Background: an optimization exercise with open tools, aiming at small area, a short achievable clock period and few clock cycles. Do not read the settings as production practice.
Only simulation tests tie the RTL to the original design; equivalence was not proved.
Power is estimated from default activity; no workload was simulated.

red:
Design alu_muldiv, start of the top module:
module alu_muldiv #(
  parameter int unsigned LEN = 32
) (
  input  logic            clk,
  input  logic            rst_n,
  input  logic            flush,
  input  logic            req_valid,
  output logic            req_ready,
  input  logic [alu_pkg::OP_W-1:0] alu_ctrl,
  input  logic [LEN-1:0]  aluop1,
  input  logic [LEN-1:0]  aluop2,
  output logic            resp_valid,
  output logic [LEN-1:0]  aluout,
  output logic            zero
);
  localparam int unsigned SHAMT_W = $clog2(LEN);
  localparam int unsigned K       = 12;            
  localparam int unsigned ND      = K / 2;         
  localparam int unsigned NSTEP   = 3;
  localparam int unsigned W       = LEN + 17;      
  localparam int unsigned DW      = LEN + 2;       
  localparam int unsigned CW      = SHAMT_W + 1;
  logic                     v_q;         
  logic [alu_pkg::OP_W-1:0] op_q;
  logic [LEN-1:0]           a_q, b_q;    
  logic                     sub_q;
  ...
Size: roughly 6,100 cells after synthesis, about 110 I/O pins, ~51,000 um^2 of cells after synthesis.
==> flow/config.mk <==
export PLATFORM = sky130hd
export DESIGN_NAME = alu_muldiv
export DESIGN_NICKNAME = alu_muldiv
export VERILOG_FILES = /design/flow/design.v
export SDC_FILE = /design/flow/constraint.sdc
export NUM_CORES = 4
export LEC_CHECK = 0
export CAP_MARGIN = 20
export CORE_MARGIN = 2
export CORE_UTILIZATION = 40
export PLACE_DENSITY = 0.72
export SLEW_MARGIN = 20
==> flow/constraint.sdc <==
create_clock -name core_clock -period 12.0 [get_ports {clk}]
set_input_delay 2.4000 -clock core_clock [delete_from_list [all_inputs] [get_ports {clk}]]
set_output_delay 2.4000 -clock core_clock [all_outputs]
set_load 0.01 [all_outputs]
standard.sh (not shown) runs the stock make flow with config.mk's settings and CLKGATE_MAP_FILE= SYNTH_SCRIPT=/design/flow/synth_recipe.tcl, a recipe that flattens the netlist after the stock synthesis.
==> flow/flow/run.sh <==
#!/bin/bash
# Own flow: the standard layout (standard.sh: unchanged synthesis, floorplan, placement, CTS,
# routing) with the same SDC and clock period. Two settings differ from the defaults:
#  - timing repair is asked to leave a larger setup margin, so the resizer keeps working on paths
#    shorter than the clock period;
#  - every input and output port still gets its own buffer, but a plain buf_4 rather than the
#    delay-style buffer the resizer picks by default.
# ORFS writes each step's full log under orfs/logs/; make's own output goes to standard.log.
set -euo pipefail
export SETUP_SLACK_MARGIN=7.5
export BUFFER_PORTS_ARGS="-buffer_cell sky130_fd_sc_hd__buf_4"
bash standard.sh > standard.log 2>&1
The flow did not stop early for red: all stages ran, and the layout cleared the timing, design-rule and antenna checks.
Testbench counts of red, summed over its fixed seeds: cycles 26,164.
Input changes introduced in blue (baseline for comparison: red):
diff --git a/flow/flow/run.sh b/flow/flow/run.sh
--- a/flow/flow/run.sh
+++ b/flow/flow/run.sh
@@ -8,5 +8,5 @@
 # ORFS writes each step's full log under orfs/logs/; make's own output goes to standard.log.
 set -euo pipefail
-export SETUP_SLACK_MARGIN=7.5
+export SETUP_SLACK_MARGIN=8
 export BUFFER_PORTS_ARGS="-buffer_cell sky130_fd_sc_hd__buf_4"
 bash standard.sh > standard.log 2>&1
Findings:
Looking at blue and red, the via count of the first global-routing pass is a wash. Looking at combinational share of power, blue sits 2.9 points higher than red does. Fraction of cell area in non-clock buffers, blue and red: smaller value in red. Diff red -> blue: global-route wire length before repair went up by about 1.9%, post-route non-filler standard cell count went up by about 2.4%, design area went up by 3400 um^2.
Relative to blue, the following input files were edited for green:
diff --git a/flow/flow/run.sh b/flow/flow/run.sh
--- a/flow/flow/run.sh
+++ b/flow/flow/run.sh
@@ -8,5 +8,5 @@
 # ORFS writes each step's full log under orfs/logs/; make's own output goes to standard.log.
 set -euo pipefail
-export SETUP_SLACK_MARGIN=8
+export SETUP_SLACK_MARGIN=7
 export BUFFER_PORTS_ARGS="-buffer_cell sky130_fd_sc_hd__buf_4"
 bash standard.sh > standard.log 2>&1
green vs. blue: total number of multi-input combinational cells stayed essentially flat, first-pass GRT wire length fell by 6900 um, core utilization fell by 3.5 points, final cell area excluding filler cells fell by about 7%.
Per the final summary, green finished and its layout is clean on timing, DRC and antenna.
The following lists how orange was set up differently from green:
diff --git a/flow/flow/run.sh b/flow/flow/run.sh
--- a/flow/flow/run.sh
+++ b/flow/flow/run.sh
@@ -8,5 +8,5 @@
 # ORFS writes each step's full log under orfs/logs/; make's own output goes to standard.log.
 set -euo pipefail
-export SETUP_SLACK_MARGIN=7
+export SETUP_SLACK_MARGIN=7.75
 export BUFFER_PORTS_ARGS="-buffer_cell sky130_fd_sc_hd__buf_4"
 bash standard.sh > standard.log 2>&1
### Flow results
In summary, orange completed successfully, with a layout that passed the timing, design-rule and antenna checks. green did not stop at any stage, and its layout met the timing, design-rule and antenna checks. Taking green as the reference, in orange setup slack climbed 0.74 ns; proportion of power drawn by the clock network decreased by 0.5 points relative to the old numbers; number of standard cells in the layout, taps in and fillers out went up; final-stage net count climbed 153.


run A:
alu_muldiv again, from the RTL that the note above started with.
==> flow/design.v (excerpt) <==
module alu_muldiv #(
  parameter int unsigned LEN = 32
) (
  input  logic            clk,
  input  logic            rst_n,
  input  logic            flush,
  input  logic            req_valid,
  output logic            req_ready,
  input  logic [alu_pkg::OP_W-1:0] alu_ctrl,
  input  logic [LEN-1:0]  aluop1,
  input  logic [LEN-1:0]  aluop2,
  output logic            resp_valid,
  output logic [LEN-1:0]  aluout,
  output logic            zero
);
  localparam int unsigned SHAMT_W = $clog2(LEN);
  localparam int unsigned K       = 12;            
  localparam int unsigned ND      = K / 2;         
  localparam int unsigned NSTEP   = 3;
  localparam int unsigned W       = LEN + 17;      
  localparam int unsigned DW      = LEN + 2;       
  localparam int unsigned CW      = SHAMT_W + 1;
  logic                     v_q;         
  logic [alu_pkg::OP_W-1:0] op_q;
  logic [LEN-1:0]           a_q, b_q;    
  logic                     sub_q;
  logic                     busy_q;      
  logic m_f1, m_f2, m_dit, m_post;    
  logic m_mul;
  logic [CW-1:0]            cnt;
  logic                     mo_div, mo_rem, mo_lo, mo_e0, mo_e1;
  logic                     e0_q, e1_q;  
  logic [W-1:0]             acc_s, acc_c;
  logic [LEN-1:0]           pq;          
  logic [5:0]               e_one, e_two, e_neg;   
  logic [1:0]               cout_q;      
  logic                     nlast_q;     
  logic                     asg_q;       
  logic                     asx_q;       
  logic                     smul_q;      
  logic                     sexd_q;      
  logic                     bsg_q;       
  logic                     q_neg, r_neg;
  logic [SHAMT_W:0]         lza_q, lzb_q;    
  logic                     bz_q;            
  logic                     h_v;
  logic                     res_v;
  logic [LEN-1:0]           res;
  logic                     r_v, nrdy_q;
  logic [alu_pkg::OP_W-1:0] r_ctrl;
  logic [LEN-1:0]           r_a, r_b;
  logic accept_c, move_c, r_v_n;
  assign accept_c = req_valid & ~nrdy_q & ~flush;
  logic r_div_c, acc_busy_n;
  assign r_div_c  = r_ctrl[4:2] == 3'b101;
  assign move_c   = r_v & ~busy_q & ~(r_div_c & acc_busy_n);
  logic mext_q, div_q, mul_q;
  assign mext_q = op_q[4:3] == 2'b10;
  assign div_q  = mext_q & op_q[2];
  ...
clock: 12.0 ns
lec_check: 0
cap_margin: 20
core_margin: 2
core_utilization: 40
place_density: 0.8
slew_margin: 20
==> flow/flow/run.sh <==
#!/bin/bash
# Own flow: the standard layout (standard.sh: unchanged synthesis, floorplan, placement, CTS,
# routing) with the same SDC and clock period. Two settings differ from the defaults:
#  - timing repair is asked to leave a larger setup margin, so the resizer keeps working on paths
#    shorter than the clock period;
#  - every input and output port still gets its own buffer, but a plain buf_4 rather than the
#    delay-style buffer the resizer picks by default.
# ORFS writes each step's full log under orfs/logs/; make's own output goes to standard.log.
set -euo pipefail
export SETUP_SLACK_MARGIN=7.75
export BUFFER_PORTS_ARGS="-buffer_cell sky130_fd_sc_hd__buf_4"
bash standard.sh > standard.log 2>&1
Every stage of run A finished as expected; the final checks, on the other hand, flagged max-capacitance violations, max-slew violations, which means the layout fails.
Testbench counts of run A, summed over its fixed seeds: cycles 26,164.
Modified inputs, run B compared to run A
Settings: changing PLACE_DENSITY from 0.8 to 0.72; setting TNS_END_PERCENT to 60 for the first time.
Findings:
Run B ended with more via count of the first global-routing pass than run A. res[7] as the destination of the critical timing path was reported by run B, and res[5] by run A. Apart from run A, each of run B and run A ends the flow with a layout that passes the timing, design-rule and antenna checks. Compared to run A, run B leaves more free space in the core. Headroom to the max-slew limit (run B over run A): increase, 22 points. Going from run A to run B, clock power share rose 0.2 points, count of placed standard cells in the final layout, fillers left out about even, detailed-placement wirelength estimate fell about 6%, number of clock buffers in the layout rose about 5%. Compared to run A, the routing of run B uses less wire.
The inputs of run C differ from those of run B as listed below.
Settings: TNS_END_PERCENT changed from 60 to 30.
[summary]
- Having completed the whole flow, run C delivered a layout that passed the timing, design-rule and antenna checks.
- Taking run B as the reference, in run C met3 wirelength from detailed routing fell 3.5%, power drawn by the combinational cells fell about 2%, overall fraction of global-route tracks in use about even, remaining antenna violation count after routing about even, wire length after detailed routing fell about 0.33%.

## separate check: timing with driven ports
How much do the figures lean on ideal ports? The routed layouts below were timed once more, with nothing changed but the port constraints.
Step 1 (the two cells are an assumption about what drives the block):
set clk [get_ports {clk}]
set_driving_cell -lib_cell sky130_fd_sc_hd__clkbuf_16 $clk
set_driving_cell -lib_cell sky130_fd_sc_hd__buf_2 [delete_from_list [all_inputs] $clk]
Step 2 also shifts input and output timing later by t, the mid clock arrival at the registers, as if the neighbouring blocks saw the same clock.
Slacks: ideal / step 1 / step 2; pairs: ideal / step 1.
| run | t (ns) | setup WS [ns] | latest minus earliest clock arrival (ns) |
|---|---|---|---|
| red | 0.728 | 7.492 / 7.492 / 7.492 | 0.030 / 0.030 |
| blue | 0.745 | 7.547 / 7.547 / 7.547 | 0.058 / 0.058 |
| green | 0.732 | 6.902 / 6.902 / 6.902 | 0.033 / 0.033 |
| orange | 0.735 | 7.644 / 7.644 / 7.644 | 0.034 / 0.034 |
| run A | 0.749 | 7.578 / 7.578 / 7.578 | 0.090 / 0.090 |
| run B | 0.733 | 7.591 / 7.591 / 7.591 | 0.038 / 0.038 |
| run C | 0.738 | 7.550 / 7.550 / 7.550 | 0.037 / 0.037 |
